From an optimization exercise on the open Yosys and OpenROAD flow, aimed at a short achievable clock period and few clock cycles per item; shortcuts taken in it are not production practice. Where RTL was checked, it was by simulation tests only, not by an equivalence proof against the original. For run 1, only the layout was checked, not whether the RTL still works. No activity file was given, so power comes from the tool's default toggle rates.

===== design/flow/constraint.sdc =====
create_clock -name core_clock -period 4.0 [get_ports {clk_i}]
set_input_delay 0.8000 -clock core_clock [delete_from_list [all_inputs] [get_ports {clk_i}]]
set_output_delay 0.8000 -clock core_clock [all_outputs]
set_load 0.01 [all_outputs]

===== design/flow/design.v =====
package vtrs_pkg;
  localparam logic [7:0] CH_SLASH = 8'h2F;
  localparam logic [7:0] CH_COLON = 8'h3A;
  localparam logic [7:0] CH_QUOTE = 8'h27;
  localparam logic [7:0] CH_SPACE = 8'h20;
  localparam logic [7:0] CH_TAB   = 8'h09;
  localparam logic [7:0] CH_LF    = 8'h0A;
  localparam logic [7:0] CH_CR    = 8'h0D;
  localparam logic [7:0] CH_ZERO  = 8'h30;
  localparam logic [7:0] CH_NINE  = 8'h39;
  localparam logic [1:0] KIND_NAME  = 2'd0;
  localparam logic [1:0] KIND_PARAM = 2'd1;
  localparam logic [1:0] KIND_END   = 2'd2;
  function automatic logic is_letter(input logic [7:0] b, input logic [7:0] lower);
    is_letter = (b == lower) || (b == (lower - 8'd32));
  endfunction
endpackage
module vtrs_ctrl #(
  parameter int TEXT_MAX = 31,
  parameter int NSLOT    = 2,
  localparam int CntW    = $clog2(TEXT_MAX + 1)
) (
  input  logic            clk_i,
  input  logic            rst_ni,
  input  logic            in_valid_i,
  output logic            in_ready_o,
  input  logic [7:0]      text_byte_i,
  input  logic            end_of_data_i,
  input  logic [NSLOT-1:0] full_i,
  input  logic            space_i,
  output logic            wr_o,
  output logic [7:0]      wchar_o,
  output logic            discard_o,
  output logic            commit_o,
  output logic [CntW-1:0] commit_nc_o,
  output logic [CntW-1:0] commit_pc_o,
  output logic [31:0]     commit_chan_o,
  output logic            commit_sgn_o,
  output logic            commit_intg_o
);
  localparam logic [CntW-1:0] LenLast = CntW'(TEXT_MAX - 1);
  localparam int S_BEGIN  = 0;
  localparam int S_SVC    = 1;
  localparam int S_VI     = 2;
  localparam int S_VE     = 3;
  localparam int S_VW     = 4;
  localparam int S_SI     = 5;
  localparam int S_SG     = 6;
  localparam int S_SN     = 7;
  localparam int S_CO     = 8;
  localparam int S_CN     = 9;
  localparam int S_CT     = 10;
  localparam int S_CR     = 11;
  localparam int S_CO2    = 12;
  localparam int S_CL     = 13;
  localparam int S_COLON  = 14;
  localparam int S_NAME   = 15;
  localparam int S_SKIPP  = 16;   
  localparam int S_SKIPQ  = 17;   
  localparam int S_SKIPN  = 18;   
  localparam int S_PARAM  = 19;
  localparam int S_NUMBER = 20;
  localparam int NST      = 21;
  logic       ready_q;
  logic       v_q, eod_q;
  logic [7:0] b_q;
  logic       slash_q, colon_q, quote_q, sep_q, digit_q, zero_q;
  logic       lv_q, ls_q, lc_q, li_q, le_q, lw_q, lg_q, ln_q, lo_q, lt_q, lr_q, ll_q;
  assign in_ready_o = ready_q;
  always_ff @(posedge clk_i or negedge rst_ni) begin
    if (!rst_ni) begin
      v_q <= 1'b0;
    end else begin
      v_q <= in_valid_i && ready_q;
    end
  end
  always_ff @(posedge clk_i) begin
    b_q     <= text_byte_i;
    eod_q   <= end_of_data_i;
    slash_q <= text_byte_i == vtrs_pkg::CH_SLASH;
    colon_q <= text_byte_i == vtrs_pkg::CH_COLON;
    quote_q <= text_byte_i == vtrs_pkg::CH_QUOTE;
    sep_q   <= (text_byte_i == vtrs_pkg::CH_SPACE) || (text_byte_i == vtrs_pkg::CH_TAB) ||
               (text_byte_i == vtrs_pkg::CH_LF) || (text_byte_i == vtrs_pkg::CH_CR) ||
               (text_byte_i == vtrs_pkg::CH_QUOTE);
    digit_q <= (text_byte_i >= vtrs_pkg::CH_ZERO) && (text_byte_i <= vtrs_pkg::CH_NINE);
    zero_q  <= text_byte_i == 8'h00;
    lv_q    <= vtrs_pkg::is_letter(text_byte_i, 8'h76);
    ls_q    <= vtrs_pkg::is_letter(text_byte_i, 8'h73);
    lc_q    <= vtrs_pkg::is_letter(text_byte_i, 8'h63);
    li_q    <= vtrs_pkg::is_letter(text_byte_i, 8'h69);
    le_q    <= vtrs_pkg::is_letter(text_byte_i, 8'h65);
    lw_q    <= vtrs_pkg::is_letter(text_byte_i, 8'h77);
    lg_q    <= vtrs_pkg::is_letter(text_byte_i, 8'h67);
    ln_q    <= vtrs_pkg::is_letter(text_byte_i, 8'h6E);
    lo_q    <= vtrs_pkg::is_letter(text_byte_i, 8'h6F);
    lt_q    <= vtrs_pkg::is_letter(text_byte_i, 8'h74);
    lr_q    <= vtrs_pkg::is_letter(text_byte_i, 8'h72);
    ll_q    <= vtrs_pkg::is_letter(text_byte_i, 8'h6C);
  end
  logic [NST-1:0]  st_q, st_d;
  logic            sgn_q, intg_q;
  logic [CntW-1:0] nc_q, pc_q;
  logic            nstop_q, pstop_q;
  logic            bad_q;
  logic [3:0]      sig_q;
  logic [3:0]      bcd_q [10];        
  logic            big_q;             
  logic [33:0]     acc_s_q, acc_c_q;
  logic            start, name_ch, param_ch, name_wr, param_wr, digit, close;
  always_comb begin
    st_d = '0;
    if (!v_q) begin
      st_d = st_q;
    end else if (eod_q) begin
      st_d[S_BEGIN] = 1'b1;
    end else begin
      st_d[S_BEGIN] = (st_q[S_BEGIN] && !slash_q) ||
                      (st_q[S_SVC] && !(lv_q || ls_q || lc_q)) ||
                      (st_q[S_VI] && !li_q) || (st_q[S_VE] && !le_q) ||
                      (st_q[S_VW] && !lw_q) || (st_q[S_SI] && !li_q) ||
                      (st_q[S_SG] && !lg_q) || (st_q[S_SN] && !ln_q) ||
                      (st_q[S_CO] && !lo_q) || (st_q[S_CN] && !ln_q) ||
                      (st_q[S_CT] && !lt_q) || (st_q[S_CR] && !lr_q) ||
                      (st_q[S_CO2] && !lo_q) || (st_q[S_CL] && !ll_q) ||
                      (st_q[S_COLON] && !colon_q) || (st_q[S_NUMBER] && quote_q);
      st_d[S_SVC]    = st_q[S_BEGIN] && slash_q;
      st_d[S_VI]     = st_q[S_SVC] && lv_q;
      st_d[S_VE]     = st_q[S_VI] && li_q;
      st_d[S_VW]     = st_q[S_VE] && le_q;
      st_d[S_SI]     = st_q[S_SVC] && ls_q;
      st_d[S_SG]     = st_q[S_SI] && li_q;
      st_d[S_SN]     = st_q[S_SG] && lg_q;
      st_d[S_CO]     = st_q[S_SVC] && lc_q;
      st_d[S_CN]     = st_q[S_CO] && lo_q;
      st_d[S_CT]     = st_q[S_CN] && ln_q;
      st_d[S_CR]     = st_q[S_CT] && lt_q;
      st_d[S_CO2]    = st_q[S_CR] && lr_q;
      st_d[S_CL]     = st_q[S_CO2] && lo_q;
      st_d[S_COLON]  = (st_q[S_VW] && lw_q) || (st_q[S_SN] && ln_q) || (st_q[S_CL] && ll_q);
      st_d[S_NAME]   = (st_q[S_COLON] && colon_q) || (st_q[S_NAME] && !sep_q);
      st_d[S_SKIPP]  = (st_q[S_NAME] && sep_q && !intg_q) || (st_q[S_SKIPP] && !quote_q);
      st_d[S_SKIPQ]  = (st_q[S_PARAM] && sep_q && !quote_q) || (st_q[S_SKIPQ] && !quote_q);
      st_d[S_SKIPN]  = (st_q[S_NAME] && sep_q && intg_q) || (st_q[S_PARAM] && quote_q) ||
                       (st_q[S_SKIPQ] && quote_q) || (st_q[S_SKIPN] && !quote_q);
      st_d[S_PARAM]  = (st_q[S_SKIPP] && quote_q) || (st_q[S_PARAM] && !sep_q);
      st_d[S_NUMBER] = (st_q[S_SKIPN] && quote_q) || (st_q[S_NUMBER] && !quote_q);
    end
  end
  assign start    = v_q && st_q[S_COLON] && colon_q;
  assign name_ch  = v_q && st_q[S_NAME] && !sep_q && !nstop_q;
  assign param_ch = v_q && st_q[S_PARAM] && !sep_q && !pstop_q;
  assign name_wr  = name_ch && !zero_q;
  assign param_wr = param_ch && !zero_q;
  assign digit    = v_q && st_q[S_NUMBER] && digit_q;
  assign close    = v_q && st_q[S_NUMBER] && quote_q;
  always_ff @(posedge clk_i or negedge rst_ni) begin
    if (!rst_ni) begin
      st_q <= NST'(1) << S_BEGIN;
    end else begin
      st_q <= st_d;
    end
  end
  always_ff @(posedge clk_i) begin
    if (v_q && st_q[S_SVC]) begin
      sgn_q  <= ls_q;
      intg_q <= lc_q;
    end
  end
  always_ff @(posedge clk_i) begin
    if (start) begin
      nc_q    <= '0;
      pc_q    <= '0;
      nstop_q <= 1'b0;
      pstop_q <= 1'b0;
    end else begin
      if (name_ch) begin
        if (zero_q || nc_q == LenLast) nstop_q <= 1'b1;
        if (!zero_q) nc_q <= nc_q + CntW'(1);
      end
      if (param_ch) begin
        if (zero_q || pc_q == LenLast) pstop_q <= 1'b1;
        if (!zero_q) pc_q <= pc_q + CntW'(1);
      end
    end
  end
  always_ff @(posedge clk_i or negedge rst_ni) begin
    if (!rst_ni) begin
      wr_o <= 1'b0;
    end else begin
      wr_o <= name_wr || param_wr;
    end
  end
  always_ff @(posedge clk_i) begin
    wchar_o <= b_q;
  end
  logic [33:0] op_a, op_b, op_c, op_e, s1, c1, s2, c2;
  assign op_a = {acc_s_q[30:0], 3'b000};
  assign op_b = {acc_s_q[32:0], 1'b0};
  assign op_c = {acc_c_q[30:1], b_q[3:0]};
  assign op_e = {acc_c_q[32:0], 1'b0};
  assign s1   = op_a ^ op_b ^ op_c;
  assign c1   = {((op_a & op_b) | (op_a & op_c) | (op_b & op_c)), 1'b0};
  assign s2   = s1 ^ c1 ^ op_e;
  assign c2   = {((s1 & c1) | (s1 & op_e) | (c1 & op_e)), 1'b0};
  always_ff @(posedge clk_i) begin
    if (start) begin
      acc_s_q <= '0;
      acc_c_q <= '0;
      sig_q   <= '0;
      bad_q   <= 1'b0;
    end else begin
      if (digit) begin
        acc_s_q <= s2;
        acc_c_q <= c2;
        if ((sig_q != 4'd0 || b_q[3:0] != 4'd0) && sig_q != 4'd11) sig_q <= sig_q + 4'd1;
      end
      if (v_q && st_q[S_NUMBER] && !digit_q && !quote_q) bad_q <= 1'b1;
    end
  end
  localparam logic [39:0] MaxDig = {4'd4, 4'd2, 4'd9, 4'd4, 4'd9, 4'd6, 4'd7, 4'd2, 4'd9, 4'd5};
  logic big_gt, big_eq;
  always_ff @(posedge clk_i) begin
    if (digit && (sig_q != 4'd0 || b_q[3:0] != 4'd0) && sig_q < 4'd10) begin
      bcd_q[0] <= b_q[3:0];
      for (int j = 1; j < 10; j++) bcd_q[j] <= bcd_q[j-1];
    end
  end
  always_comb begin
    big_gt = 1'b0;
    big_eq = 1'b1;
    for (int j = 9; j >= 0; j--) begin
      big_gt = big_gt || (big_eq && bcd_q[j] > MaxDig[4*j +: 4]);
      big_eq = big_eq && bcd_q[j] == MaxDig[4*j +: 4];
    end
  end
  always_ff @(posedge clk_i) begin
    big_q <= big_gt;
  end
  localparam int NG = 6;                
  logic [3:1]      p_q;
  logic            p_sgn_q, p_intg_q;
  logic [CntW-1:0] p_nc_q, p_pc_q;
  logic [35:0]     x_s, x_c, x_p, x_g;
  logic [NG-1:0]   grp_g, grp_p, grp_g_q, grp_p_q, cin, cin_q;
  logic [35:0]     bit_c;
  logic [33:0]     sum_q;
  logic            in_record, fast_ok;
  assign in_record = st_q[S_NAME] || st_q[S_SKIPP] || st_q[S_SKIPQ] || st_q[S_SKIPN] ||
                     st_q[S_PARAM] || st_q[S_NUMBER];
  assign fast_ok   = (nc_q != '0) && !bad_q && (sig_q != 4'd0) && (sig_q <= 4'd10);
  assign x_s = {2'b00, acc_s_q};
  assign x_c = {2'b00, acc_c_q};
  assign x_p = x_s ^ x_c;
  assign x_g = x_s & x_c;
  always_comb begin
    for (int k = 0; k < NG; k++) begin
      logic g, p;
      g = 1'b0;
      p = 1'b1;
      for (int i = 0; i < 6; i++) begin
        bit_c[6*k+i] = g || (p && cin_q[k]);
        g = x_g[6*k+i] || (x_p[6*k+i] && g);
        p = p && x_p[6*k+i];
      end
      grp_g[k] = g;
      grp_p[k] = p;
    end
    cin[0] = 1'b0;
    for (int k = 1; k < NG; k++) cin[k] = grp_g_q[k-1] || (grp_p_q[k-1] && cin[k-1]);
  end
  always_ff @(posedge clk_i or negedge rst_ni) begin
    if (!rst_ni) begin
      p_q       <= '0;
      commit_o  <= 1'b0;
      discard_o <= 1'b0;
    end else begin
      p_q[1]    <= close && fast_ok;
      p_q[2]    <= p_q[1] && !(sig_q == 4'd10 && big_q);
      p_q[3]    <= p_q[2];
      commit_o  <= p_q[3];
      discard_o <= (v_q && eod_q && in_record && !close) || (close && !fast_ok) ||
                   (p_q[1] && sig_q == 4'd10 && big_q);
    end
  end
  always_ff @(posedge clk_i) begin
    if (close) begin
      p_sgn_q  <= sgn_q;
      p_intg_q <= intg_q;
      p_nc_q   <= nc_q;
      p_pc_q   <= pc_q;
    end
    grp_g_q <= grp_g;
    grp_p_q <= grp_p;
    if (p_q[1]) cin_q <= cin;
    if (p_q[2]) sum_q <= x_p[33:0] ^ bit_c[33:0];
  end
  assign commit_nc_o   = p_nc_q;
  assign commit_pc_o   = p_pc_q;
  assign commit_chan_o = sum_q[31:0];
  assign commit_sgn_o  = p_sgn_q;
  assign commit_intg_o = p_intg_q;
  logic near_colon, pend, room;
  assign near_colon = st_q[S_VE] || st_q[S_VW] || st_q[S_SG] || st_q[S_SN] ||
                      st_q[S_CO2] || st_q[S_CL] || st_q[S_COLON];
  assign pend = (|p_q) || commit_o;
  assign room = !full_i[NSLOT-1] && !(full_i[NSLOT-2] && pend);
  always_ff @(posedge clk_i) begin
    ready_q <= space_i && (!near_colon || room);
  end
endmodule
module vtrs_dp #(
  parameter int TEXT_MAX = 31,
  parameter int NSLOT    = 3,
  localparam int CntW    = $clog2(TEXT_MAX + 1)
) (
  input  logic             clk_i,
  input  logic             rst_ni,
  input  logic             wr_i,
  input  logic [7:0]       wchar_i,
  input  logic             discard_i,
  input  logic             commit_i,
  input  logic [CntW-1:0]  commit_nc_i,
  input  logic [CntW-1:0]  commit_pc_i,
  input  logic [31:0]      commit_chan_i,
  input  logic             commit_sgn_i,
  input  logic             commit_intg_i,
  output logic [NSLOT-1:0] full_o,
  output logic             space_o,
  input  logic             out_ready_i,
  output logic             out_valid_o,
  output logic [1:0]       item_kind_o,
  output logic [7:0]       char_code_o,
  output logic [31:0]      channel_o,
  output logic             is_signed_o,
  output logic             is_integer_o,
  output logic             last_o
);
  localparam int QCAP = 2 * TEXT_MAX + 7;
  localparam int NGRP = 4;                           
  localparam int GSZ  = (QCAP + NGRP - 1) / NGRP;
  logic [7:0]       q_q [QCAP];
  logic [QCAP-1:0]  wp_q, cp_q, rp_q;    
  logic [CntW-1:0]  nrem_q [NSLOT];
  logic [CntW-1:0]  prem_q [NSLOT];
  logic [NSLOT-1:0] nz_n, nz_p;          
  logic [31:0]      chan_q [NSLOT];
  logic [NSLOT-1:0] sgn_q, intg_q;
  logic [NSLOT-1:0] full_q;              
  logic [NSLOT-1:0] first_free;          
  logic [NSLOT-1:0] put;                 
  logic             sv_q;
  logic [1:0]       s_kind_q;
  logic [7:0]       s_char_q;
  logic [31:0]      s_chan_q;
  logic             s_sgn_q, s_intg_q, s_last_q;
  logic [1:0]       b_kind;
  logic [7:0]       b_char;
  logic [31:0]      b_chan;
  logic             b_last;
  logic             ov_q;
  logic [1:0]       kind_q;
  logic [7:0]       char_q;
  logic [31:0]      ochan_q;
  logic             osgn_q, ointg_q, last_q;
  logic [7:0]       q_head;
  logic             adv;
  logic             push, pop, done;         
  logic             sv_d;
  logic [NSLOT-1:0] full_d, nz_n_d, nz_p_d;
  assign adv = !ov_q || out_ready_i;
  always_ff @(posedge clk_i or negedge rst_ni) begin
    if (!rst_ni) begin
      push <= 1'b0;
      pop  <= 1'b0;
      done <= 1'b0;
    end else begin
      push <= !sv_d && full_d[0];
      pop  <= !sv_d && full_d[0] && (nz_n_d[0] || nz_p_d[0]);
      done <= !sv_d && full_d[0] && !nz_n_d[0] && !nz_p_d[0];
    end
  end
  always_ff @(posedge clk_i) begin
    for (int i = 0; i < QCAP; i++) begin
      if (wr_i && wp_q[i]) q_q[i] <= wchar_i;
    end
  end
  always_ff @(posedge clk_i or negedge rst_ni) begin
    if (!rst_ni) begin
      wp_q <= QCAP'(1);
      cp_q <= QCAP'(1);
      rp_q <= QCAP'(1);
    end else begin
      if (discard_i) begin
        wp_q <= cp_q;
      end else if (wr_i) begin
        wp_q <= {wp_q[QCAP-2:0], wp_q[QCAP-1]};
      end
      if (commit_i) cp_q <= wp_q;
      if (pop) rp_q <= {rp_q[QCAP-2:0], rp_q[QCAP-1]};
    end
  end
  logic [QCAP-1:0] near_wp;
  logic [NGRP-1:0] clash_q;
  logic            space_q;
  always_comb begin
    near_wp = '0;
    for (int k = 1; k <= 6; k++) near_wp = near_wp | ((wp_q << k) | (wp_q >> (QCAP - k)));
  end
  always_ff @(posedge clk_i or negedge rst_ni) begin
    if (!rst_ni) begin
      clash_q <= '0;
      space_q <= 1'b1;
    end else begin
      for (int g = 0; g < NGRP; g++) begin
        clash_q[g] <= |(rp_q[g*GSZ +: GSZ] & near_wp[g*GSZ +: GSZ]);
      end
      space_q <= !(|clash_q);
    end
  end
  assign space_o = space_q;
  logic [3*NGRP*8-1:0] part, part_q;
  logic                pop_q;
  logic [7:0]          pick [3];
  always_comb begin
    part = '0;
    for (int k = 0; k < 3; k++) begin
      for (int g = 0; g < NGRP; g++) begin
        for (int i = g * GSZ; i < (g + 1) * GSZ && i < QCAP; i++) begin
          part[(k*NGRP+g)*8 +: 8] = part[(k*NGRP+g)*8 +: 8] |
                                    ({8{rp_q[(i + QCAP - k) % QCAP]}} & q_q[i]);
        end
      end
    end
    for (int k = 0; k < 3; k++) begin
      pick[k] = '0;
      for (int g = 0; g < NGRP; g++) pick[k] = pick[k] | part_q[(k*NGRP+g)*8 +: 8];
    end
  end
  always_ff @(posedge clk_i or negedge rst_ni) begin
    if (!rst_ni) begin
      pop_q <= 1'b0;
    end else begin
      pop_q <= pop;
    end
  end
  always_ff @(posedge clk_i) begin
    part_q <= part;
    q_head <= (pop && pop_q) ? pick[2] : (pop || pop_q) ? pick[1] : pick[0];
  end
  always_comb begin
    for (int r = 0; r < NSLOT; r++) begin
      first_free[r] = !full_q[r] && (r == 0 || full_q[(r > 0) ? r - 1 : 0]);
    end
    for (int r = 0; r < NSLOT; r++) begin
      put[r] = commit_i && (done ? ((r < NSLOT - 1) && first_free[(r < NSLOT - 1) ? r + 1 : r])
                                 : first_free[r]);
    end
  end
  always_ff @(posedge clk_i) begin
    for (int r = 0; r < NSLOT; r++) begin
      if (put[r]) begin
        nrem_q[r] <= commit_nc_i;
        prem_q[r] <= commit_pc_i;
        chan_q[r] <= commit_chan_i;
        sgn_q[r]  <= commit_sgn_i;
        intg_q[r] <= commit_intg_i;
      end else if (done) begin
        if (r < NSLOT - 1) begin
          nrem_q[r] <= nrem_q[(r < NSLOT - 1) ? r + 1 : r];
          prem_q[r] <= prem_q[(r < NSLOT - 1) ? r + 1 : r];
          chan_q[r] <= chan_q[(r < NSLOT - 1) ? r + 1 : r];
          sgn_q[r]  <= sgn_q[(r < NSLOT - 1) ? r + 1 : r];
          intg_q[r] <= intg_q[(r < NSLOT - 1) ? r + 1 : r];
        end
      end else if (pop && r == 0) begin
        if (nz_n[0]) begin
          nrem_q[0] <= nrem_q[0] - CntW'(1);
        end else begin
          prem_q[0] <= prem_q[0] - CntW'(1);
        end
      end
    end
  end
  always_comb begin
    for (int r = 0; r < NSLOT; r++) begin
      if (put[r]) begin
        full_d[r] = 1'b1;
        nz_n_d[r] = commit_nc_i != '0;
        nz_p_d[r] = commit_pc_i != '0;
      end else if (done) begin
        full_d[r] = (r < NSLOT - 1) && full_q[(r < NSLOT - 1) ? r + 1 : r];
        nz_n_d[r] = (r < NSLOT - 1) && nz_n[(r < NSLOT - 1) ? r + 1 : r];
        nz_p_d[r] = (r < NSLOT - 1) && nz_p[(r < NSLOT - 1) ? r + 1 : r];
      end else if (pop && r == 0) begin
        full_d[r] = full_q[r];
        nz_n_d[r] = nz_n[r] && nrem_q[r] != CntW'(1);
        nz_p_d[r] = nz_p[r] && (nz_n[r] || prem_q[r] != CntW'(1));
      end else begin
        full_d[r] = full_q[r];
        nz_n_d[r] = nz_n[r];
        nz_p_d[r] = nz_p[r];
      end
    end
    if (adv) begin
      sv_d = 1'b0;
    end else begin
      sv_d = sv_q || push;
    end
  end
  always_ff @(posedge clk_i or negedge rst_ni) begin
    if (!rst_ni) begin
      full_q <= '0;
      nz_n   <= '0;
      nz_p   <= '0;
    end else begin
      full_q <= full_d;
      nz_n   <= nz_n_d;
      nz_p   <= nz_p_d;
    end
  end
  assign full_o = full_q;
  assign b_kind = nz_n[0] ? vtrs_pkg::KIND_NAME : nz_p[0] ? vtrs_pkg::KIND_PARAM : vtrs_pkg::KIND_END;
  assign b_char = (nz_n[0] || nz_p[0]) ? q_head : 8'd0;
  assign b_chan = (nz_n[0] || nz_p[0]) ? 32'd0 : chan_q[0];
  assign b_last = !(nz_n[0] || nz_p[0]);
  always_ff @(posedge clk_i or negedge rst_ni) begin
    if (!rst_ni) begin
      ov_q <= 1'b0;
      sv_q <= 1'b0;
    end else begin
      if (adv) begin
        ov_q <= sv_q || push;
      end
      sv_q <= sv_d;
    end
  end
  always_ff @(posedge clk_i) begin
    if (!adv && push) begin
      s_kind_q <= b_kind;
      s_char_q <= b_char;
      s_chan_q <= b_chan;
      s_sgn_q  <= sgn_q[0];
      s_intg_q <= intg_q[0];
      s_last_q <= b_last;
    end
  end
  logic [44:0] o_q, o_new, o_d;
  assign o_new = sv_q ? {s_kind_q, s_char_q, s_chan_q, s_sgn_q, s_intg_q, s_last_q}
                      : {b_kind, b_char, b_chan, sgn_q[0], intg_q[0], b_last};
  assign o_d   = ({45{adv}} & o_new) | ({45{!adv}} & o_q);
  always_ff @(posedge clk_i) begin
    o_q <= o_d;
  end
  assign {kind_q, char_q, ochan_q, osgn_q, ointg_q, last_q} = o_q;
  assign out_valid_o  = ov_q;
  assign item_kind_o  = kind_q;
  assign char_code_o  = char_q;
  assign channel_o    = ochan_q;
  assign is_signed_o  = osgn_q;
  assign is_integer_o = ointg_q;
  assign last_o       = last_q;
endmodule
module view_tag_record_scanner #(
  parameter int TEXT_MAX = 31
) (
  input  logic        clk_i,
  input  logic        rst_ni,
  input  logic        in_valid_i,
  output logic        in_ready_o,
  input  logic [7:0]  in_text_byte_i,
  input  logic        in_end_of_data_i,
  output logic        out_valid_o,
  input  logic        out_ready_i,
  output logic [1:0]  out_item_kind_o,
  output logic [7:0]  out_char_code_o,
  output logic [31:0] out_channel_o,
  output logic        out_is_signed_o,
  output logic        out_is_integer_o,
  output logic        out_last_o
);
  localparam int NSLOT = 3;
  localparam int CntW  = $clog2(TEXT_MAX + 1);
  logic            wr;
  logic [7:0]      wchar;
  logic            discard;
  logic            space;
  logic            commit;
  logic [CntW-1:0] commit_nc, commit_pc;
  logic [31:0]     commit_chan;
  logic            commit_sgn, commit_intg;
  logic [NSLOT-1:0] full;
  vtrs_ctrl #(
    .TEXT_MAX (TEXT_MAX),
    .NSLOT    (NSLOT)
  ) u_ctrl (
    .clk_i         (clk_i),
    .rst_ni        (rst_ni),
    .in_valid_i    (in_valid_i),
    .in_ready_o    (in_ready_o),
    .text_byte_i   (in_text_byte_i),
    .end_of_data_i (in_end_of_data_i),
    .full_i        (full),
    .space_i       (space),
    .wr_o          (wr),
    .wchar_o       (wchar),
    .discard_o     (discard),
    .commit_o      (commit),
    .commit_nc_o   (commit_nc),
    .commit_pc_o   (commit_pc),
    .commit_chan_o (commit_chan),
    .commit_sgn_o  (commit_sgn),
    .commit_intg_o (commit_intg)
  );
  vtrs_dp #(
    .TEXT_MAX (TEXT_MAX),
    .NSLOT    (NSLOT)
  ) u_dp (
    .clk_i         (clk_i),
    .rst_ni        (rst_ni),
    .wr_i          (wr),
    .wchar_i       (wchar),
    .discard_i     (discard),
    .commit_i      (commit),
    .commit_nc_i   (commit_nc),
    .commit_pc_i   (commit_pc),
    .commit_chan_i (commit_chan),
    .commit_sgn_i  (commit_sgn),
    .commit_intg_i (commit_intg),
    .full_o        (full),
    .space_o       (space),
    .out_ready_i   (out_ready_i),
    .out_valid_o   (out_valid_o),
    .item_kind_o   (out_item_kind_o),
    .char_code_o   (out_char_code_o),
    .channel_o     (out_channel_o),
    .is_signed_o   (out_is_signed_o),
    .is_integer_o  (out_is_integer_o),
    .last_o        (out_last_o)
  );
endmodule

===== design/flow/run.sh =====
#!/bin/bash
# synth_recipe.tcl (not shown) runs the flow's synth.tcl, then flattens the netlist and writes it again
# the make line also repeats each setting of config.mk as NAME=value (left out here)
make -C /OpenROAD-flow-scripts/flow DESIGN_CONFIG=/design/flow/config.mk WORK_HOME=/design/flow/orfs CLKGATE_MAP_FILE= SYNTH_SCRIPT=/design/flow/synth_recipe.tcl finish

===== design/flow/config.mk =====
export PLATFORM = sky130hd
export DESIGN_NAME = view_tag_record_scanner
export DESIGN_NICKNAME = view_tag_record_scanner
export VERILOG_FILES = /design/flow/design.v
export SDC_FILE = /design/flow/constraint.sdc
export NUM_CORES = 4
export LEC_CHECK = 0
export ABC_CLOCK_PERIOD_IN_PS = 1600
export CAP_MARGIN = 20
export CORE_MARGIN = 2
export CORE_UTILIZATION = 60
export CTS_CLUSTER_DIAMETER = 80
export CTS_CLUSTER_SIZE = 24
export GPL_TIMING_DRIVEN = 1
export SETUP_SLACK_MARGIN = 2.2
export SLEW_MARGIN = 20
export TNS_END_PERCENT = 100

==> results.json, run 1 <==
{
  "status": "finished clean",
  "die_w_um": 311.6,
  "ir_drop_uv": 330.2,
  "place.detailed.hpwl_um": 100600,
  "dr.first_iter.drc_count": 7268,
  "worstPathRequired_ns": 3.20,
  "drv_slew": 0,
  "wl_um": 172000,
  "clock_sinks": 1346,
  "tightest_slew_ns": 0.9779,
  "rows": 112,
  "p_sw_frac": 0.1991,
  "syn_area_um2": 56760,
  "synth_cell_type_count": 69,
  "comb_power_share": 0.009,
  "worst-path-buf-inv": 1,
  "coreArea_um2": 93470,
  "yosysWarnings": 10,
  "grt_max_degree": 84,
  "p_int_mw": 18.26,
  "cp_slowest_stage_delay_ns": 0.41,
  "cts.clk_slew.worst_paths_ns": 0.09,
  "p_sw_mw": 4.540,
  "drc_errors": 0,
  "async_reset_ff_frac": 0.1895,
  "grt_pass1_wl_um": 247900,
  "relSlewSlack": 0.3481,
  "drive_above_1_share": 0.2166,
  "routabilityCongestion": 1.050,
  "crit_slowest_cell": "edfxtp_1",
  "antenna_found_initial": 9,
  "cts_buffers": 67,
  "io_buffers": 59,
  "synth_fp_nets": 4327,
  "leakagePower_nw": 23.27,
  "rsz0062_at_grt": "true",
  "synth_ff_type": "edfxtp_1",
  "num_vias": 40470,
  "viasPerCell": 7.203,
  "insertion_delay_ns": 0.67,
  "grt_pass1_vias": 38320,
  "skew_ns": 0.02840,
  "yosysTopAreaCellShare": 0.4566,
  "arrival_ns": 1.22,
  "period_needed_ns": 2.017,
  "synthToLayoutAreaGrowth_pct": 12.18,
  "synth-seq-cells": 1346,
  "path_cells": "buf_2",
  "power.density_nw_per_um2": 358.1,
  "grt_use_total": 0.3394,
  "ant_nets": 0,
  "hold_viol_final": 0,
  "fmax_mhz": 495.7,
  "cts_tree": "yes",
  "cts_buffer_depth": 3,
  "yosys-top-cells-area": "edfxtp_1 46%, dfrtp_1 11%, dfxtp_1 8.0%, mux2_2 4.5%, a22oi_1 4.1%",
  "nets": 4421,
  "cp_top_family": "flip-flops",
  "crit_fanout": 1,
  "cap_violations": 0,
  "p_clk_frac": 0.344,
  "preCtsSetupSlack_ns": 1.270,
  "chipHeight_um": 311.6,
  "syn_inst": 4211,
  "fin_tns_setup_ns": 0,
  "ios": 60,
  "dr.pass1.iters": 10,
  "wl_per_cell_um": 30.62,
  "critPathKind": "reg2out",
  "worstHoldPathType": "in2async",
  "crit_path_start_kind": "flip-flop",
  "timing.final.crit_share": 0.5043,
  "power_frac_seq": 0.647,
  "setup_violations": 0,
  "die_area_um2": 97080,
  "synth_largest_area_cell": "edfxtp_1",
  "avgSynthCellArea_um2": 13.48,
  "yosysSeqAreaShare": 0.6495,
  "synth_edf_count": 863,
  "layout_setup_ws_ns": 1.983,
  "cts_root_buffer": "clkbuf_16",
  "critPathCaptureType": "primary output",
  "initial_core_util": 0.6073,
  "htreeDepth": 3,
  "grt_overflow": 0
}
## final timing paths
kind,slack [ns],to,start,depth (start not counted)
setup reg to reg,2.01,u_dp.q_q[31][6],u_ctrl.wr_o,2
hold reg to reg,0.33,u_ctrl.wchar_o[7],u_ctrl.b_q[7],0
setup / recovery,1.98,out_channel_o[7],flip-flop,1
min in group core_clock,0.33,u_ctrl.wchar_o[7],u_ctrl.b_q[7],0
hold / removal,0.07,u_dp.rp_q[27],rst_ni,1
max in group asynchronous,2.96,u_ctrl.st_q[0],rst_ni,2
## layout make-up
| type | instances | area, um^2 |
|---|---|---|
| Clock buffer | 115 | 2006 |
| Tap cell | 1254 | 1569 |
| Timing Repair Buffer | 327 | 3206 |
| Multi-Input combinational cell | 2496 | 19450 |
| Antenna cell | 6 | 15.01 |
| Clock inverter | 8 | 57.56 |
| Inverter | 66 | 259.0 |
| Timing Repair inverter | 1 | 7.507 |
| Fill cell | 6479 | 29800 |
| Sequential cell | 1346 | 37100 |
## synthesized netlist by cell type (22+ instances only)
master / n
edfxtp_1: 863
nand2_1: 340
a22oi_1: 312
clkbuf_1: 256
dfrtp_1: 250
a22o_1: 242
a221oi_1: 240
dfxtp_1: 228
mux2_2: 225
a21oi_1: 160
nand4_1: 120
and2_1: 114
o21ai_0: 105
and3_1: 102
nor2_1: 85
inv_1: 63
fa_1: 60
ha_1: 43
buf_1: 42
o31ai_1: 34
a222oi_1: 25
xor2_1: 25
nor4_1: 24
o41ai_1: 22
## timing repair
action	in CTS	in global routing
pin swaps	32	47
setup buffers	104	72
resized for setup	441	154
hold buffers	0	0
setup endpoints to repair	1272	419
gates cloned	20	9
## state kept, by name, indices dropped and copies added (netlist names), 8 cells and up, named ones only
signal / cells
u_ctrl.acc_c_q: 29
u_ctrl.acc_s_q: 32
u_ctrl.b_q: 8
u_ctrl.bcd_q: 40
u_ctrl.st_q: 21
u_ctrl.sum_q: 32
u_ctrl.wchar_o: 8
u_dp.chan_q: 96
u_dp.cp_q: 69
u_dp.nrem_q: 15
u_dp.part_q: 96
u_dp.prem_q: 15
u_dp.q_head: 8
u_dp.q_q: 552
u_dp.rp_q: 69
u_dp.s_chan_q: 32
u_dp.s_char_q: 8
u_dp.wp_q: 69
## stage by stage
step                      total power, mW  utilization  std cells  instance area, um^2  hold slack, ns
after CTS                           22.90       0.6663       5532                62280          0.1243
after global routing                23.42       0.6811       5614                63660          0.1310
after detailed placement            15.27       0.6253       5285                58450          0.3127
after floorplan                     15.12            -       4211                56880          0.3096
after global placement              15.26       0.6253       5285                58440          0.3146
final                               22.80       0.6812       5619                63670         0.07463
## power groups by stage
stage                     Sequential [mW]  Clock [mW]  Combinational (mW)
final                                14.8        7.84               0.200
after floorplan                      15.1           0              0.0266
after global routing                 14.8        8.44               0.220
after CTS                            14.8        7.93               0.200
after detailed placement             15.1           0               0.187
after global placement               15.1           0               0.180
## cell usage in the layout, fill, tap and decap left out, types with 56 or more instances in the layout
master	count
a21oi_1	150
dfrtp_2	67
clkbuf_16	80
edfxtp_1	863
nor2_1	79
a22o_1	241
and2_2	60
mux2_2	201
nand2_1	337
dfxtp_1	193
dfrtp_1	164
a22oi_1	312
and3_1	98
inv_1	62
o21ai_0	101
nand4_1	120
a221oi_1	225
fa_1	56
buf_4	199
## metal layers
metal | global-route usage | vias to the layer above | share of wire
li1 | - | 16770 | -
met1 | 0.4887 | 19930 | 0.39
met2 | 0.4959 | 3110 | 0.42
met3 | 0.09736 | 660 | 0.14
met4 | 0.1201 | 8 | 0.047
met5 | 0 | - | 0.00035
## worst reg2reg max path, delay by kind of cell (launching register included)
family | cells | cell delay [ns]
simple gates | 1 | 0.75
flops | 1 | 0.62
buf+inv | 1 | 0.26
## cell families after synthesis
family / synth area share
simple gates: 0.07869
fa+ha+maj: 0.03064
compound gates: 0.1629
flops: 0.6495
mux: 0.04587
xor+xnor: 0.006789
buf+inv: 0.02553
other cells: 0.00006607
==> run 2: changes to the inputs <==
--- a/design/flow/design.v
+++ b/design/flow/design.v
@@ -413,7 +413,10 @@
       space_q <= 1'b1;
     end else begin
       for (int g = 0; g < NGRP; g++) begin
-        clash_q[g] <= |(rp_q[g*GSZ +: GSZ] & near_wp[g*GSZ +: GSZ]);
+        logic c;
+        c = 1'b0;
+        for (int i = g * GSZ; i < (g + 1) * GSZ && i < QCAP; i++) c = c | (rp_q[i] & near_wp[i]);
+        clash_q[g] <= c;
       end
       space_q <= !(|clash_q);
     end
==> run 2 against run 1 <==
First-iteration DRC count down 12%; die area is 0.38% higher; power is 0.29% higher; flip-flop and latch count is the same; final cell count decreased by 0.53%; cell area is 1.1% lower; setup slack got worse by 0.021 ns; via count decreased by 2.2%; largest power group unchanged; highest routed layer unchanged.
==> results.json, run 2 <==
{
  "yosysSeqAreaShare": 0.6470,
  "yosysWarnings": 8,
  "ctsHoldBuffers": 0,
  "ant_nets": 0,
  "grt_overflow": 0,
  "top_regs": "u_dp.q_q x552, u_dp.chan_q x96, u_dp.part_q x96",
  "met1_usage": 0.5088,
  "largest-register": "u_dp.q_q",
  "synth_fp_nets": 4349,
  "syn_area_um2": 56980,
  "die_w_um": 312.2,
  "ir_drop_uv": 374.2,
  "insertion_delay_ns": 0.68,
  "cp_slowest_stage_delay_ns": 0.43,
  "critPathKind": "reg2out",
  "num_vias": 39560,
  "p_int_mw": 18.32,
  "synth-compound-area-share": 0.1646,
  "cts_buffer_depth": 3,
  "grt_pass1_vias": 36660,
  "rr_endpoint": "u_dp.clash_q[1]",
  "grt-busiest-layer": "met1",
  "initial_core_util": 0.6024,
  "yosys.area_share.simple": 0.07974,
  "grt_pass1_wl_um": 241200,
  "p_sw_mw": 4.546,
  "cts_tree": "yes",
  "antenna_found_initial": 7,
  "ios": 60,
  "relSlewSlack": 0.3179,
  "rsz0062_at_grt": "true",
  "cts_buffers": 67,
  "cap_violations": 0,
  "layout_commonest_cell": "edfxtp_1",
  "chipHeight_um": 312.2,
  "setup_violations": 0,
  "crit_path_start_kind": "flip-flop",
  "yosysTopAreaCellShare": 0.4548,
  "p_clk_frac": 0.346,
  "tightest_slew_ns": 1.023,
  "drc_errors": 0,
  "drv_slew": 0,
  "coreArea_um2": 94590,
  "synth_ff_type": "edfxtp_1",
  "r2r_slack_ns": 1.97,
  "synth_edf_count": 863,
  "synth_fa_ha_area_frac": 0.03052,
  "hold_viol_final": 0,
  "most-common-layout-cells": "863 x edfxtp_1, 338 x nand2_1, 312 x a22oi_1",
  "clock_sinks": 1346,
  "critPathCaptureType": "primary output",
  "fmax_mhz": 490.5,
  "async_reset_ff_frac": 0.1895,
  "placed_cell_area_um2": 58780,
  "comb_power_share": 0.009,
  "drive_above_1_share": 0.1896,
  "synth_top_family_by_area": "compound AO/OA/AOI/OAI gates",
  "p_sw_frac": 0.1988,
  "synthToLayoutAreaGrowth_pct": 10.52,
  "regToRegStartpoint": "u_dp.wp_q[32]",
  "worstRegToRegCells": 5,
  "worstHoldPathType": "in2async",
  "cts_root_buffer": "clkbuf_16",
  "dr.pass1.iters": 9,
  "nets": 4386,
  "wl_um": 166600,
  "yosys-top-cells-area": "edfxtp_1 45%, dfrtp_1 11%, dfxtp_1 8.0%, a22oi_1 4.1%, a22o_1 3.7%",
  "fin_util": 0.6658,
  "grt_max_degree": 91,
  "crit_fanout": 1,
  "largest_reg_flops": 552,
  "power_frac_seq": 0.645,
  "cp_top_family": "flip-flops",
  "dr.first_iter.drc_count": 6405,
  "syn_inst": 4233,
  "worst-path-buf-inv": 1,
  "synth_largest_area_cell": "edfxtp_1",
  "fin_tns_setup_ns": 0,
  "diodes": 0,
  "arrival_ns": 1.24,
  "cts.clk_slew.worst_paths_ns": 0.10,
  "path_cells": "buf_2",
  "grt_use_total": 0.3300,
  "holdWs_ns": 0.1621,
  "status": "finished clean",
  "wl_per_cell_um": 29.80,
  "fin_area_um2": 62970,
  "crit_slowest_cell": "edfxtp_1",
  "dp_cells": 5334,
  "die_area_um2": 97440,
  "io_buffers": 59,
  "power.density_nw_per_um2": 363.1,
  "grt_util_met3": 0.08003,
  "met2_usage": 0.4595,
  "yosys-top-cells-count": "863 x edfxtp_1, 340 x nand2_1, 312 x a22oi_1, 266 x clkbuf_1, 250 x dfrtp_1",
  "htreeDepth": 3,
  "skew_ns": 0.03086,
  "avgSynthCellArea_um2": 13.46,
  "muxShareOfSynthArea": 0.04550,
  "place.detailed.hpwl_um": 99760,
  "routabilityCongestion": 0.9141,
  "timing.final.crit_share": 0.5096,
  "synth.most_common_cell": "edfxtp_1",
  "yosys.area_share.xor_xnor": 0.006764,
  "synth_cell_type_count": 72,
  "worstPathRequired_ns": 3.20,
  "finalNonFillerCells": 5589,
  "viasPerCell": 7.079,
  "rows": 113,
  "period_needed_ns": 2.039,
  "leakagePower_nw": 22.96,
  "synth-seq-cells": 1346
}
run 2: cell types whose count changed in the layout (fill, tap and decap cells not counted), moves of 6 or more:
cell and change:
mux2_1 +44, buf_4 -39, mux2_4 -24, mux2_2 -21, and2_2 -19, o21ai_1 +18
and2_4 +16, o21ai_0 -16, dfrtp_1 +13, dfrtp_2 -13, bufbuf_16 -8, o31ai_2 +7
diode_2 -6
run 2: routing by layer:
metal	routed length [um]	up-vias	share of wire
met5	32	-	0.00019
met4	6078	4	0.036
met3	20480	436	0.12
met2	69970	2811	0.42
met1	70010	19560	0.42
li1	-	16760	-
run 2: worst max-delay path by stage:
stage | startpoint | end | slack, ns | depth (start not counted)
after floorplan | out_ready_i | u_dp.s_chan_q[0] | 1.65 | 2
after global placement | u_dp.done | u_dp.nrem_q[1][1] | 1.50 | 4
after detailed placement | u_dp.done | u_dp.nrem_q[1][4] | 1.47 | 5
after CTS | flip-flop | out_channel_o[31] | 1.89 | 1
after global routing | flip-flop | out_channel_o[31] | 1.90 | 1
final | flip-flop | out_channel_o[31] | 1.96 | 1
run 2: what timing repair did:
action	CTS	global route
gates cloned	7	7
setup endpoints to repair	1188	458
pin swaps	22	34
resized for setup	377	168
setup buffers	64	54
run 2: per-stage QoR:
| step | total power [mW] | setup slack (ns) |
|---|---|---|
| 5_1_grt | 23.49 | 1.901 |
| 3_5_place_dp | 15.26 | 1.466 |
| 2_1_floorplan | 15.12 | 1.653 |
| 6_report | 22.87 | 1.961 |
| 4_1_cts | 22.98 | 1.888 |
| 3_3_place_gp | 15.26 | 1.498 |
run 2: logic make-up after synthesis:
| family | Yosys count |
|---|---|
| AO/OA/AOI/OAI | 1241 |
| XOR/XNOR | 44 |
| adder cells (fa/ha/maj) | 103 |
| buffers and inverters | 381 |
| flip-flops | 1346 |
| multiplexers | 231 |
| AND/OR/NAND/NOR | 887 |
run 2: area by class of cell:
class | instances | area [um^2]
Sequential cell | 1346 | 37080
Timing Repair inverter | 1 | 7.507
Tap cell | 1265 | 1583
Timing Repair Buffer | 271 | 2477
Clock buffer | 116 | 2031
Inverter | 69 | 265.3
Multi-Input combinational cell | 2514 | 19470
Clock inverter | 7 | 62.56
Fill cell | 6881 | 31620
run 2: power groups by stage:
stage	registers [mW]	logic, mW	clock network (mW)
after global routing	14.8	0.216	8.52
final	14.8	0.195	7.91
after floorplan	15.1	0.0261	0
after detailed placement	15.1	0.190	0
after global placement	15.1	0.189	0
after CTS	14.8	0.193	8.03
Testbench counts of run 2, summed over its fixed seeds: cycles 41,006, bytes 40,918.
==> run 3: changes to the inputs <==
--- a/design/flow/design.v
+++ b/design/flow/design.v
@@ -339,6 +339,8 @@
   localparam int QCAP = 2 * TEXT_MAX + 7;
   localparam int NGRP = 4;                           
   localparam int GSZ  = (QCAP + NGRP - 1) / NGRP;
+  localparam int NCG  = 8;                           
+  localparam int CSZ  = (QCAP + NCG - 1) / NCG;
   logic [7:0]       q_q [QCAP];
   logic [QCAP-1:0]  wp_q, cp_q, rp_q;    
   logic [CntW-1:0]  nrem_q [NSLOT];
@@ -401,7 +403,7 @@
     end
   end
   logic [QCAP-1:0] near_wp;
-  logic [NGRP-1:0] clash_q;
+  logic [NCG-1:0]  clash_q;
   logic            space_q;
   always_comb begin
     near_wp = '0;
@@ -412,10 +414,10 @@
       clash_q <= '0;
       space_q <= 1'b1;
     end else begin
-      for (int g = 0; g < NGRP; g++) begin
+      for (int g = 0; g < NCG; g++) begin
         logic c;
         c = 1'b0;
-        for (int i = g * GSZ; i < (g + 1) * GSZ && i < QCAP; i++) c = c | (rp_q[i] & near_wp[i]);
+        for (int i = g * CSZ; i < (g + 1) * CSZ && i < QCAP; i++) c = c | (rp_q[i] & near_wp[i]);
         clash_q[g] <= c;
       end
       space_q <= !(|clash_q);
--- a/design/flow/config.mk
+++ b/design/flow/config.mk
@@ -8,10 +8,9 @@
 export ABC_CLOCK_PERIOD_IN_PS = 1600
 export CAP_MARGIN = 20
 export CORE_MARGIN = 2
-export CORE_UTILIZATION = 60
+export CORE_UTILIZATION = 55
 export CTS_CLUSTER_DIAMETER = 80
 export CTS_CLUSTER_SIZE = 24
-export GPL_TIMING_DRIVEN = 1
 export SETUP_SLACK_MARGIN = 2.2
 export SLEW_MARGIN = 20
 export TNS_END_PERCENT = 100
==> run 3 against run 2 <==
Critical path type unchanged; via count increased by 0.94%; register-to-register slack improved by 0.12 ns; final cell count increased by 3.8%; sequential power about the same; first-iteration DRC count decreased by 11%; clock-buffer cell count decreased by 2; routed wire length increased by 4.0%; non-clock buffer count increased by 29; fmax decreased by 1.4%; highest routed layer unchanged; still clean; cell area increased by 1.4%.
==> results.json, run 3 <==
{
  "status": "finished clean",
  "nets": 4480,
  "synth_fp_nets": 4416,
  "wl_per_cell_um": 29.88,
  "insertion_delay_ns": 0.67,
  "dr.first_iter.drc_count": 5720,
  "io_buffers": 59,
  "htreeDepth": 3,
  "timing.final.crit_share": 0.5168,
  "chipHeight_um": 326.7,
  "fin_area_um2": 63850,
  "ant_nets": 0,
  "largest-register": "u_dp.q_q",
  "clock_sinks": 1350,
  "synth-seq-cells": 1350,
  "leakagePower_nw": 23.50,
  "synth_cell_type_count": 69,
  "async_reset_ff_frac": 0.1919,
  "nFillCells": 8027,
  "avgSynthCellArea_um2": 13.32,
  "met2_usage": 0.4434,
  "worstPathRequired_ns": 3.20,
  "skew_ns": 0.01911,
  "routabilityCongestion": 0.9062,
  "rows": 118,
  "synth_largest_area_cell": "edfxtp_1",
  "yosys-top-cells-area": "edfxtp_1 45%, dfrtp_1 11%, dfxtp_1 8.0%, mux2_2 4.4%, a22oi_1 4.1%",
  "grt_util_met3": 0.07463,
  "setup_violations": 0,
  "cts_tree": "yes",
  "die_w_um": 326.7,
  "grt_max_degree": 89,
  "crit_path_start_kind": "flip-flop",
  "power.density_nw_per_um2": 361.4,
  "grt_overflow": 0,
  "worstHoldPathType": "in2async",
  "layout_setup_ws_ns": 1.933,
  "cp_slowest_stage_delay_ns": 0.44,
  "antenna_found_initial": 6,
  "yosysWarnings": 8,
  "preCtsSetupSlack_ns": 1.453,
  "syn_area_um2": 57280,
  "most-common-layout-cells": "863 x edfxtp_1, 356 x nand2_1, 313 x a22oi_1",
  "cp_top_family": "flip-flops",
  "cts_buffer_depth": 3,
  "synthToLayoutAreaGrowth_pct": 11.47,
  "cap_violations": 0,
  "grt_use_total": 0.3111,
  "place.detailed.hpwl_um": 104400,
  "layout_commonest_cell": "edfxtp_1",
  "coreArea_um2": 103300,
  "met1_usage": 0.4646,
  "grt_pass1_wl_um": 248100,
  "num_vias": 39940,
  "path_cells": "buf_2",
  "synth_ff_type": "edfxtp_1",
  "syn_inst": 4300,
  "fmax_mhz": 483.7,
  "cts.clk_slew.worst_paths_ns": 0.09,
  "crit_slowest_cell": "edfxtp_1",
  "drive_above_1_share": 0.1996,
  "drc_errors": 0,
  "crit_fanout": 1,
  "period_needed_ns": 2.067,
  "viasPerCell": 6.887,
  "drv_slew": 0,
  "initial_core_util": 0.5542,
  "synth.most_common_cell": "edfxtp_1",
  "largest_reg_flops": 552,
  "synth_edf_count": 863,
  "fin_tns_setup_ns": 0,
  "yosys-top-cells-count": "863 x edfxtp_1, 358 x nand2_1, 313 x a22oi_1, 254 x dfrtp_1, 251 x clkbuf_1",
  "arrival_ns": 1.27,
  "yosysSeqAreaShare": 0.6454,
  "placed_cell_area_um2": 59310,
  "ir_drop_uv": 362.5,
  "yosysTopAreaCellShare": 0.4524,
  "hold_viol_final": 0,
  "cts_root_buffer": "clkbuf_16",
  "dr.pass1.iters": 10,
  "worst-path-buf-inv": 1,
  "grt_pass1_vias": 37010,
  "grt-busiest-layer": "met1",
  "top_regs": "u_dp.q_q x552, u_dp.chan_q x96, u_dp.part_q x96",
  "wl_um": 173300,
  "rsz0062_at_grt": "true",
  "critPathCaptureType": "primary output",
  "die_area_um2": 106700,
  "tightest_slew_ns": 1.012,
  "relSlewSlack": 0.3254,
  "cts_buffers": 68,
  "critPathKind": "reg2out",
  "ios": 60
}
run 3: cell types whose count changed in the layout (fill, tap and decap cells not counted), sizes merged, moves of 5 or more:
cell / change
nand2: +17
nor2: +32
or3: -5
a211oi: +6
o41ai: -20
o221ai: -8
inv: -8
or4: +18
o21ai: +19
a21oi: +5
buf: +28
xor2: -9
run 3: path summary, 6_finish.rpt:
kind / from / endpoint / slack (ns) / cells past startpoint
setup / recovery: flip-flop / out_channel_o[31] / 1.93 / 1
hold / removal: rst_ni / u_dp.rp_q[27] / 0.17 / 1
setup reg to reg: u_dp.wp_q[43] / u_dp.clash_q[5] / 2.09 / 4
hold reg to reg: u_ctrl.b_q[6] / u_ctrl.wchar_o[6] / 0.36 / 0
max in group asynchronous: rst_ni / u_dp.wp_q[44] / 2.91 / 2
min in group core_clock: u_ctrl.b_q[6] / u_ctrl.wchar_o[6] / 0.36 / 0
run 3: cell families (layout without fill, tap and decap cells):
group                      Yosys count  count (layout)  share of synthesized area
DFF                               1350            1350                     0.6454
AOI/OAI and AO/OA                 1258            1258                     0.1645
and+or+nand+nor                    947             957                    0.08390
buffers and inverters              375             483                    0.02501
muxes                              233             233                    0.04565
adders and majority gates          103             103                    0.03036
xor gates and xnor gates            34              34                   0.005199
other                                0               1                          0
run 3: final cells by class:
cell class                      count  area, um^2  area share
Clock inverter                     10       127.6    0.001999
Timing Repair inverter              1       7.507   0.0001176
Inverter                           58       234.0    0.003665
Tap cell                         1380        1727     0.02704
Clock buffer                      114        1981     0.03102
Multi-Input combinational cell   2585       19810      0.3103
Sequential cell                  1350       37210      0.5828
Timing Repair Buffer              300        2745     0.04299
Antenna cell                        1       2.502  0.00003919
run 3: routing by layer:
metal,up-vias,share of wire
met2,2586,0.43
met1,19860,0.42
met5,-,0.000075
li1,17030,-
met3,457,0.11
met4,2,0.040
run 3: report_power, final:
part | total (mW) | switching [mW] | internal (mW)
combinational | 0.193 | 0.152 | 0.0416
sequential | 14.8 | 0.0411 | 14.8
clock | 8.07 | 4.48 | 3.60
total | 23.1 | 4.67 | 18.4
run 3: repair_timing:
action                     in CTS  in global routing
pin swaps                      21                 30
setup endpoints to repair    1158                659
hold buffers                    0                  0
setup buffers                  73                 65
gates resized for setup       413                191
cloned                          9                  7
run 3: metrics by stage:
stage,instances,power [mW],util,hold slack (ns)
after floorplan,4300,15.16,-,0.3096
after global placement,5520,15.30,0.5738,0.3511
after detailed placement,5520,15.31,0.5738,0.3487
after CTS,5726,23.21,0.6041,0.1787
after global routing,5798,23.70,0.6178,0.1907
final,5799,23.07,0.6178,0.1700
Testbench counts of run 3, summed over its fixed seeds: cycles 41,006, bytes 40,918.
==> run 4: changes to the inputs <==
--- a/design/flow/design.v
+++ b/design/flow/design.v
@@ -554,8 +554,12 @@
   assign o_new = sv_q ? {s_kind_q, s_char_q, s_chan_q, s_sgn_q, s_intg_q, s_last_q}
                       : {b_kind, b_char, b_chan, sgn_q[0], intg_q[0], b_last};
   assign o_d   = ({45{adv}} & o_new) | ({45{!adv}} & o_q);
-  always_ff @(posedge clk_i) begin
-    o_q <= o_d;
+  always_ff @(posedge clk_i or negedge rst_ni) begin
+    if (!rst_ni) begin
+      o_q <= '0;
+    end else begin
+      o_q <= o_d;
+    end
   end
   assign {kind_q, char_q, ochan_q, osgn_q, ointg_q, last_q} = o_q;
   assign out_valid_o  = ov_q;
==> run 4 against run 3 <==
Still clean; power fell by 0.53%; register-to-register slack got worse by 0.07 ns; first-iteration DRC count rose by 18%; fmax fell by 3.3%; final cell count rose by 2.8%.
==> results.json, run 4 <==
{
  "top_regs": "u_dp.q_q x552, u_dp.chan_q x96, u_dp.part_q x96",
  "grt-busiest-layer": "met1",
  "cts_buffer_depth": 3,
  "synth_fa_ha_area_frac": 0.03032,
  "finalNonFillerCells": 5964,
  "cap_violations": 0,
  "worstHoldPathType": "in2async",
  "initial_core_util": 0.5541,
  "synth_edf_count": 819,
  "yosys-top-cells-count": "819 x edfxtp_1, 399 x nand2_1, 313 x a22oi_1, 298 x dfrtp_1, 257 x clkbuf_1",
  "syn_inst": 4398,
  "ios": 60,
  "relSlewSlack": 0.2803,
  "antenna_found_initial": 11,
  "synth-seq-cells": 1350,
  "synthToLayoutAreaGrowth_pct": 13.67,
  "grt_use_total": 0.3168,
  "ctsHoldBuffers": 0,
  "worstPathRequired_ns": 3.20,
  "skew_ns": 0.02753,
  "yosys-top-cells-area": "edfxtp_1 43%, dfrtp_1 13%, dfxtp_1 8.0%, a22oi_1 4.1%, a221oi_1 3.7%",
  "fin_tns_setup_ns": 0,
  "holdWs_ns": 0.02446,
  "muxShareOfSynthArea": 0.04483,
  "timing.final.crit_share": 0.5343,
  "synth_ff_type": "edfxtp_1",
  "cts_tree": "yes",
  "place.detailed.hpwl_um": 105800,
  "synth.most_common_cell": "edfxtp_1",
  "grt_max_degree": 88,
  "die_area_um2": 106900,
  "routabilityCongestion": 0.9146,
  "hold_viol_final": 0,
  "ir_drop_uv": 331.1,
  "yosys.area_share.simple": 0.08668,
  "drv_slew": 0,
  "placed_cell_area_um2": 59360,
  "synth_top_family_by_area": "compound AO/OA/AOI/OAI gates",
  "dp_cells": 5609,
  "fin_util": 0.6299,
  "grt_pass1_wl_um": 252500,
  "viasPerCell": 6.856,
  "critPathKind": "reg2out",
  "yosysTopAreaCellShare": 0.4288,
  "finalPower_mw": 22.95,
  "synth-compound-area-share": 0.1669,
  "grt_overflow": 0,
  "num_vias": 40890,
  "nets": 4643,
  "critPathCaptureType": "primary output",
  "htreeDepth": 3,
  "chipHeight_um": 326.9,
  "rows": 118,
  "regArea_um2": 36990,
  "crit_fanout": 2,
  "grt_util_met3": 0.06491,
  "crit_path_start_kind": "flip-flop",
  "arrival_ns": 1.34,
  "synth_cell_type_count": 65,
  "ant_nets": 0,
  "dr.pass1.iters": 8,
  "synth_largest_area_cell": "edfxtp_1",
  "cts.clk_slew.worst_paths_ns": 0.09,
  "period_needed_ns": 2.137,
  "wl_um": 176100,
  "rsz0062_at_grt": "true",
  "nFillCells": 7949,
  "cts_root_buffer": "clkbuf_16",
  "drive_above_1_share": 0.2105,
  "setup_violations": 0,
  "layout_commonest_cell": "edfxtp_1",
  "io_buffers": 59,
  "preCtsSetupSlack_ns": 1.363,
  "fin_area_um2": 65190,
  "fmax_mhz": 467.9,
  "met1_usage": 0.5016,
  "yosysWarnings": 8,
  "dr.first_iter.drc_count": 6737,
  "tightest_slew_ns": 1.080,
  "async_reset_ff_frac": 0.2244,
  "die_w_um": 326.9,
  "yosys.area_share.xor_xnor": 0.005192,
  "drc_errors": 0,
  "status": "finished clean",
  "clock_sinks": 1350,
  "synth_fp_nets": 4514,
  "cts_buffers": 68,
  "leakagePower_nw": 24.06,
  "met2_usage": 0.4418,
  "power.density_nw_per_um2": 352.0,
  "multi_input_area_um2": 20370,
  "most-common-layout-cells": "819 x edfxtp_1, 396 x nand2_1, 313 x a22oi_1",
  "insertion_delay_ns": 0.68,
  "yosysSeqAreaShare": 0.6407,
  "largest_reg_flops": 552,
  "layout_setup_ws_ns": 1.863,
  "coreArea_um2": 103500,
  "syn_area_um2": 57350,
  "grt_pass1_vias": 36740,
  "largest-register": "u_dp.q_q",
  "avgSynthCellArea_um2": 13.04,
  "wl_per_cell_um": 29.53
}
[run 4: final timing paths]
| kind | from | endpoint | slack (ns) | cells past startpoint |
|---|---|---|---|---|
| max in group asynchronous | rst_ni | u_dp.cp_q[0] | 2.90 | 2 |
| hold reg to reg | u_ctrl.b_q[7] | u_ctrl.wchar_o[7] | 0.33 | 0 |
| setup / recovery | flip-flop | out_last_o | 1.86 | 2 |
| hold / removal | rst_ni | u_dp.rp_q[31] | 0.02 | 1 |
| min in group core_clock | u_ctrl.b_q[7] | u_ctrl.wchar_o[7] | 0.33 | 0 |
| setup reg to reg | u_dp.wp_q[35] | u_dp.clash_q[4] | 2.02 | 5 |
[run 4: layer usage]
metal  part of all wire  up-vias
met5            0.00015        -
met3               0.12      418
met4              0.031        4
li1                   -    17460
met1               0.43    20340
met2               0.42     2665
[run 4: report_power, final]
group          switching [mW]  total (mW)  internal, mW
logic                   0.167       0.201        0.0346
clock network            4.50        8.00          3.50
registers              0.0330        14.7          14.7
total                    4.70        22.9          18.2
[run 4: repair_timing]
item / CTS / global route
buffers inserted: 120 / 83
endpoints found under the setup margin: 1183 / 402
pin swaps: 27 / 64
gates cloned: 14 / 11
gates resized for setup: 501 / 215
[run 4: cell families (layout without fill, tap and decap cells)]
| kind of cell | Yosys count | in the layout |
|---|---|---|
| compound gates | 1299 | 1299 |
| xor+xnor | 34 | 34 |
| fa+ha+maj | 103 | 103 |
| buf+inv | 382 | 549 |
| flops | 1350 | 1350 |
| mux | 234 | 234 |
| other cells | 0 | 5 |
| simple gates | 996 | 1010 |
[run 4: layout make-up]
| class | count | area share |
|---|---|---|
| flip-flops and latches | 1350 | 0.5675 |
| clock buffers | 110 | 0.02967 |
| clock inverters | 12 | 0.002035 |
| diodes | 5 | 0.0001919 |
| well taps | 1380 | 0.02649 |
| inverters | 56 | 0.003263 |
| repair buffers | 371 | 0.05841 |
| multi-input cells | 2680 | 0.3125 |
[run 4: worst max-delay path, stage by stage, from the launching register on]
cell     delay (ns)
dfrtp_2        0.43
buf_6          0.13
buf_6          0.11
Testbench counts of run 4, summed over its fixed seeds: cycles 41,006, bytes 40,918.
==> run 5: changes to the inputs <==
--- a/design/flow/design.v
+++ b/design/flow/design.v
@@ -554,12 +554,8 @@
   assign o_new = sv_q ? {s_kind_q, s_char_q, s_chan_q, s_sgn_q, s_intg_q, s_last_q}
                       : {b_kind, b_char, b_chan, sgn_q[0], intg_q[0], b_last};
   assign o_d   = ({45{adv}} & o_new) | ({45{!adv}} & o_q);
-  always_ff @(posedge clk_i or negedge rst_ni) begin
-    if (!rst_ni) begin
-      o_q <= '0;
-    end else begin
-      o_q <= o_d;
-    end
+  always_ff @(posedge clk_i) begin
+    o_q <= o_d;
   end
   assign {kind_q, char_q, ochan_q, osgn_q, ointg_q, last_q} = o_q;
   assign out_valid_o  = ov_q;
--- a/design/flow/config.mk
+++ b/design/flow/config.mk
@@ -9,8 +9,8 @@
 export CAP_MARGIN = 20
 export CORE_MARGIN = 2
 export CORE_UTILIZATION = 55
-export CTS_CLUSTER_DIAMETER = 80
-export CTS_CLUSTER_SIZE = 24
+export CTS_CLUSTER_DIAMETER = 90
+export CTS_CLUSTER_SIZE = 28
 export SETUP_SLACK_MARGIN = 2.2
 export SLEW_MARGIN = 20
 export TNS_END_PERCENT = 100
==> run 5 against run 4 <==
Setup slack better by 0.036 ns; global-route usage shrank 0.38 points; non-clock buffer count shrank 52; via count is 2.0% lower; still clean on timing, DRC and antenna; sequential power about the same; cell area fell by 2.3%; routed wire length down 1.0%; clock skew is 0.0090 ns higher; area after synthesis fell by 0.12%; hold slack improved by 0.045 ns.
==> results.json, run 5 <==
{
  "status": "finished clean",
  "drive_above_1_share": 0.2044,
  "place.detailed.hpwl_um": 104400,
  "path_cells": "buf_2",
  "cp_top_family": "flip-flops",
  "syn_inst": 4300,
  "preCtsSetupSlack_ns": 1.453,
  "synth_cell_type_count": 69,
  "die_w_um": 326.7,
  "die_area_um2": 106700,
  "coreArea_um2": 103300,
  "top_regs": "u_dp.q_q x552, u_dp.chan_q x96, u_dp.part_q x96",
  "timing.final.crit_share": 0.5253,
  "layout_commonest_cell": "edfxtp_1",
  "synth_fp_nets": 4416,
  "worstPathRequired_ns": 3.20,
  "viasPerCell": 6.907,
  "avgSynthCellArea_um2": 13.32,
  "synth_ff_type": "edfxtp_1",
  "cts.clk_slew.worst_paths_ns": 0.11,
  "grt_pass1_wl_um": 249800,
  "worst-path-buf-inv": 1,
  "fin_tns_setup_ns": 0,
  "rows": 118,
  "period_needed_ns": 2.101,
  "drv_slew": 0,
  "power.density_nw_per_um2": 347.9,
  "yosys-top-cells-area": "edfxtp_1 45%, dfrtp_1 11%, dfxtp_1 8.0%, mux2_2 4.4%, a22oi_1 4.1%",
  "largest_reg_flops": 552,
  "yosysSeqAreaShare": 0.6454,
  "io_buffers": 59,
  "crit_slowest_cell": "edfxtp_1",
  "largest-register": "u_dp.q_q",
  "yosysWarnings": 8,
  "yosysTopAreaCellShare": 0.4524,
  "nets": 4490,
  "synth.most_common_cell": "edfxtp_1",
  "drc_errors": 0,
  "ios": 60,
  "grt_pass1_vias": 37170,
  "insertion_delay_ns": 0.72,
  "ant_nets": 0,
  "cts_buffer_depth": 3,
  "wl_um": 174300,
  "cts_tree": "yes",
  "crit_fanout": 1,
  "finalPower_mw": 22.16,
  "ir_drop_uv": 313.8,
  "wl_per_cell_um": 30.03,
  "worst-path-stages": 1,
  "cts_buffers": 56,
  "synth-seq-cells": 1350,
  "cts_root_buffer": "clkbuf_16",
  "crit_path_start_kind": "flip-flop",
  "grt_max_degree": 89,
  "relSlewSlack": 0.3401,
  "rsz0062_at_grt": "true",
  "fmax_mhz": 475.9,
  "ctsHoldBuffers": 0,
  "worstRegToRegCells": 4,
  "fin_util": 0.6163,
  "htreeDepth": 2,
  "worstHoldPathType": "in2async",
  "leakagePower_nw": 23.44,
  "routabilityCongestion": 0.9062,
  "cp_slowest_stage_delay_ns": 0.44,
  "skew_ns": 0.03654,
  "fin_area_um2": 63690,
  "clock_sinks": 1350,
  "setup_violations": 0,
  "layout_setup_ws_ns": 1.899,
  "num_vias": 40090,
  "grt_use_total": 0.3130,
  "critPathKind": "reg2out",
  "most-common-layout-cells": "863 x edfxtp_1, 356 x nand2_1, 313 x a22oi_1",
  "synthToLayoutAreaGrowth_pct": 11.19,
  "critPathCaptureType": "primary output",
  "initial_core_util": 0.5542,
  "async_reset_ff_frac": 0.1919,
  "cap_violations": 0,
  "syn_area_um2": 57280,
  "dr.pass1.iters": 7,
  "hold_viol_final": 0,
  "dr.first_iter.drc_count": 6057,
  "tightest_slew_ns": 0.9899,
  "antenna_found_initial": 6,
  "synth_edf_count": 863,
  "synth_largest_area_cell": "edfxtp_1",
  "arrival_ns": 1.30,
  "placed_cell_area_um2": 59310,
  "chipHeight_um": 326.7,
  "yosys-top-cells-count": "863 x edfxtp_1, 358 x nand2_1, 313 x a22oi_1, 254 x dfrtp_1, 251 x clkbuf_1",
  "grt_overflow": 0
}
==> run 5: cell types whose count changed after synthesis, moves of 9 or more <==
cell / previous run / this run
or3_1: 19 / 7
o31ai_1: 24 / 46
edfxtp_1: 819 / 863
nand2_1: 399 / 358
o21ai_0: 179 / 125
or4_1: 23 / 41
mux2_2: 183 / 226
mux2i_1: 51 / 7
o41ai_1: 13 / 4
dfrtp_1: 298 / 254
buf_1: 59 / 48
==> run 5: kinds of logic (layout without fill, tap and decap cells) <==
logic type / after synthesis / count (layout) / share of synthesized area
simple gates: 947 / 959 / 0.08390
buf+inv: 375 / 484 / 0.02501
other cells: 0 / 2 / 0
compound gates: 1258 / 1259 / 0.1645
xor+xnor: 34 / 34 / 0.005199
flops: 1350 / 1350 / 0.6454
fa+ha+maj: 103 / 103 / 0.03036
mux: 233 / 233 / 0.04565
==> run 5: repair_timing <==
action / 4_1_cts / 5_1_grt
buffers inserted: 91 / 66
setup endpoints to repair: 1181 / 582
cloned: 14 / 5
endpoints found under the hold margin: 0 / 0
gates resized for setup: 461 / 174
pin swaps: 22 / 29
==> run 5: cell type report <==
cell class	count	area, um^2
repair buffers	319	2909
clock inverters	11	108.9
flip-flops and latches	1350	37220
well taps	1380	1727
diodes	2	5.005
repair inverters	1	7.507
inverters	58	234.0
fillers	8049	39660
multi-input cells	2588	19890
clock buffers	95	1589
==> run 5: path summary, 6_finish.rpt <==
check,startpoint,slack (ns),end
min in group core_clock,u_ctrl.b_q[4],0.36,u_ctrl.wchar_o[4]
setup reg to reg,u_dp.wp_q[43],2.08,u_dp.clash_q[5]
setup / recovery,flip-flop,1.90,out_channel_o[31]
hold / removal,rst_ni,0.07,u_dp.rp_q[27]
max in group asynchronous,rst_ni,2.95,u_dp.wp_q[44]
hold reg to reg,u_ctrl.b_q[4],0.36,u_ctrl.wchar_o[4]
==> run 5: power by group <==
part | switching (mW) | internal (mW) | leakage, nW
sequential | 0.0411 | 14.8 | 13.3
combinational | 0.152 | 0.0410 | 9.28
clock | 4.36 | 2.80 | 0.814
==> run 5: per-layer routing <==
layer	routed length, um	global-route usage	share of wire
met2	74530	0.4503	0.43
met5	22	0	0.00013
met3	19670	0.06746	0.11
met4	6632	0.1118	0.038
met1	73420	0.4703	0.42
==> run 5: stage by stage <==
step | hold slack [ns] | std cells
3_5_place_dp | 0.3487 | 5520
5_1_grt | 0.1203 | 5802
6_report | 0.06948 | 5804
2_1_floorplan | 0.3096 | 4300
4_1_cts | 0.1236 | 5731
3_3_place_gp | 0.3511 | 5520
Testbench counts of run 5, summed over its fixed seeds: cycles 41,006, bytes 40,918.

-- separate check: timing with driven ports --
The flow's constraints put no driver on any port. The routed layouts listed below were extracted and timed again, unchanged, in two steps.
Step 1 assumes that a clkbuf_16 drives the clock port and a buf_2 every other input.
Step 2, shift: input delay + t, output delay - t, t = (earliest + latest rising clock arrival at the registers) / 2. This alone moves slack from input paths to output paths.
a / b / c = no drivers / after step 1 / after step 2; a / b = the first two.
run | t, ns | slack for setup (ns) | worst data-port slew with drivers (ns)
run 1 | 0.723 | 1.983 / 1.916 / 1.567 | 0.05
run 2 | 0.728 | 1.961 / 1.892 / 1.554 | 0.05
run 3 | 0.737 | 1.933 / 1.858 / 1.609 | 0.05
run 4 | 0.740 | 1.863 / 1.790 / 1.640 | 0.05
run 5 | 0.782 | 1.899 / 1.824 / 1.607 | 0.05
After both steps setup and hold are still met in every run listed. For run 1, which loses most, drivers alone change the setup slack by -0.067 ns; drivers and shift together by -0.416 ns.
